Background: an optimization exercise with open tools, aiming at small area, a short achievable clock period and few clock cycles per item. Do not read the settings as production practice.
In this exercise RTL edits were held to simulation tests only and were not proved equivalent to the original.
Power is estimated from default activity; no workload was simulated.

==> flow/design.v (excerpt) <==
module grid_first_fit_placer (
  input  wire logic                           clk,
  input  wire logic                           rst_n,
  input  wire logic                           push,
  output logic                                full,
  input  wire logic [gffp_pkg::FUNC_W-1:0]    in_func,
  input  wire logic [gffp_pkg::XY_W-1:0]      in_pos_x,
  input  wire logic [gffp_pkg::XY_W-1:0]      in_pos_y,
  input  wire logic [gffp_pkg::DIM_W-1:0]     in_rect_width,
  input  wire logic [gffp_pkg::DIM_W-1:0]     in_rect_height,
  output logic                                empty,
  input  wire logic                           pop,
  output logic                                out_found,
  output logic [gffp_pkg::XY_W-1:0]           out_place_x,
  output logic [gffp_pkg::XY_W-1:0]           out_place_y,
  output logic                                out_rotated,
  output logic [gffp_pkg::DIM_W-1:0]          out_placed_width,
  output logic [gffp_pkg::DIM_W-1:0]          out_placed_height,
  input  wire logic                           cfg_valid,
  output logic                                cfg_ready,
  input  wire logic [gffp_pkg::CFG_IDX_W-1:0] cfg_index,
  input  wire logic [gffp_pkg::CFG_W-1:0]     cfg_data
);
Size: roughly 3900 cells after synthesis, ~400 flip-flops, about 54 I/O pins, roughly 31000 um2 of cells after synthesis.
make LEC_CHECK=0 CAP_MARGIN=20 CORE_MARGIN=2 CORE_UTILIZATION=40 PLACE_DENSITY=0.7 SETUP_SLACK_MARGIN=1.5 SLEW_MARGIN=20 finish   # period 7.0 ns
run.sh (not shown) runs the stock make flow with config.mk's settings and CLKGATE_MAP_FILE= SYNTH_SCRIPT=/design/flow/synth_recipe.tcl, a recipe that flattens the netlist after the stock synthesis.
The first run finished clean.
Testbench counts at the start, summed over its fixed seeds: cycles 4,458, items 2,400.
Rerun with:
- PLACE_DENSITY: 0.7 -> default
- SETUP_SLACK_MARGIN: 1.5 -> 2.5
=> Maximum frequency decreases by 3.6%. Sequential cell count does not change. Routed wire length increases by 6.2%. Global-route usage increases by 3.0 points. Total power increases by 8.1%. Cell count increases by 2.5%. Worst hold slack is worse by 0.014 ns. Via count increases by 5.2%. Final area increases by 9.1%. Synthesized area is unchanged.
Rerun with:
- SETUP_SLACK_MARGIN: 2.5 -> 1.0
- final cell count goes down by about 4%
- sequential share of layout area goes up by 2.7 points
- flip-flop and latch count does not change
- synthesized area does not change
- worst hold slack gains 0.015 ns
- design area goes down by about 11%


== run A ==
grid_first_fit_placer again, from the RTL that the note above started with.
==> flow/design.v (excerpt) <==
module grid_first_fit_placer (
  input  wire logic                           clk,
  input  wire logic                           rst_n,
  input  wire logic                           push,
  output logic                                full,
  input  wire logic [gffp_pkg::FUNC_W-1:0]    in_func,
  input  wire logic [gffp_pkg::XY_W-1:0]      in_pos_x,
  input  wire logic [gffp_pkg::XY_W-1:0]      in_pos_y,
  input  wire logic [gffp_pkg::DIM_W-1:0]     in_rect_width,
  input  wire logic [gffp_pkg::DIM_W-1:0]     in_rect_height,
  output logic                                empty,
  input  wire logic                           pop,
  output logic                                out_found,
  output logic [gffp_pkg::XY_W-1:0]           out_place_x,
  output logic [gffp_pkg::XY_W-1:0]           out_place_y,
  output logic                                out_rotated,
  output logic [gffp_pkg::DIM_W-1:0]          out_placed_width,
  output logic [gffp_pkg::DIM_W-1:0]          out_placed_height,
  input  wire logic                           cfg_valid,
  output logic                                cfg_ready,
  input  wire logic [gffp_pkg::CFG_IDX_W-1:0] cfg_index,
  input  wire logic [gffp_pkg::CFG_W-1:0]     cfg_data
);
clock: 7.0 ns
lec_check: 0
cap_margin: 20
core_margin: 2
core_utilization: 40
place_density: 0.65
setup_slack_margin: 1.5
slew_margin: 20
Run A completed end to end with timing, DRC and antenna clean.
Testbench counts of run A, summed over its fixed seeds: cycles 4,458, items 2,400.
--- input diff run A..run B ---
diff --git a/flow/config.mk b/flow/config.mk
--- a/flow/config.mk
+++ b/flow/config.mk
@@ -11,2 +11,2 @@
-export PLACE_DENSITY = 0.65
-export SETUP_SLACK_MARGIN = 1.5
+export PLACE_DENSITY = 0.7
+export SETUP_SLACK_MARGIN = 1.8
## What came out
- Area used by multi-input combinational logic: run B vs run A up 180 sq um
- Diff run A -> run B: worst setup slack after layout up 210 ps; worst clock skew went up by 12 ps.
- Final worst-path cycle share in run B vs run A: down 3.1 points
- Compared with run A, in run B power has increased; power density over the cells went down by 2.3%.
What run C does differently from run B at the input level:
diff --git a/flow/config.mk b/flow/config.mk
--- a/flow/config.mk
+++ b/flow/config.mk
@@ -11,2 +11 @@
-export PLACE_DENSITY = 0.7
-export SETUP_SLACK_MARGIN = 1.8
+export SETUP_SLACK_MARGIN = 1.5
[summary]
The overall power of the completed layout number comes out lower for run B vs run C.
Run B -> run C: via-per-instance ratio increased slightly
Compared with run B, in run C worst-case register-to-register setup slack fell by 210 ps, wire length of the first global-routing pass up about 3%.

what the ideal ports hide:
The flow's constraints put no driver on any port. The routed layouts listed below were extracted and timed again, unchanged, in two steps. Step 1 sets driving cells, clkbuf_16 on the clock port and buf_2 on the other inputs (assumed; they add their load-dependent delay and slew). Step 2, shift: input delay + t, output delay - t, t = (earliest + latest rising clock arrival at the registers) / 2. This alone moves slack from input paths to output paths. a / b / c = no drivers / after step 1 / after step 2; a / b = the first two.
| run | shift t [ns] | setup slack, ns | cell pins on the clock port's net |
|---|---|---|---|
| the first run of note 1 | 0.676 | 1.342 / 1.276 / 1.480 | 1 |
| the second run of note 1 | 0.708 | 1.132 / 1.063 / 1.299 | 1 |
| the third run of note 1 | 0.697 | 0.883 / 0.814 / 0.961 | 1 |
| run A | 0.689 | 1.268 / 1.196 / 1.301 | 1 |
| run B | 0.679 | 1.482 / 1.414 / 1.704 | 1 |
| run C | 0.710 | 1.234 / 1.164 / 1.494 | 1 |
After both steps setup and hold are still met in every run listed.
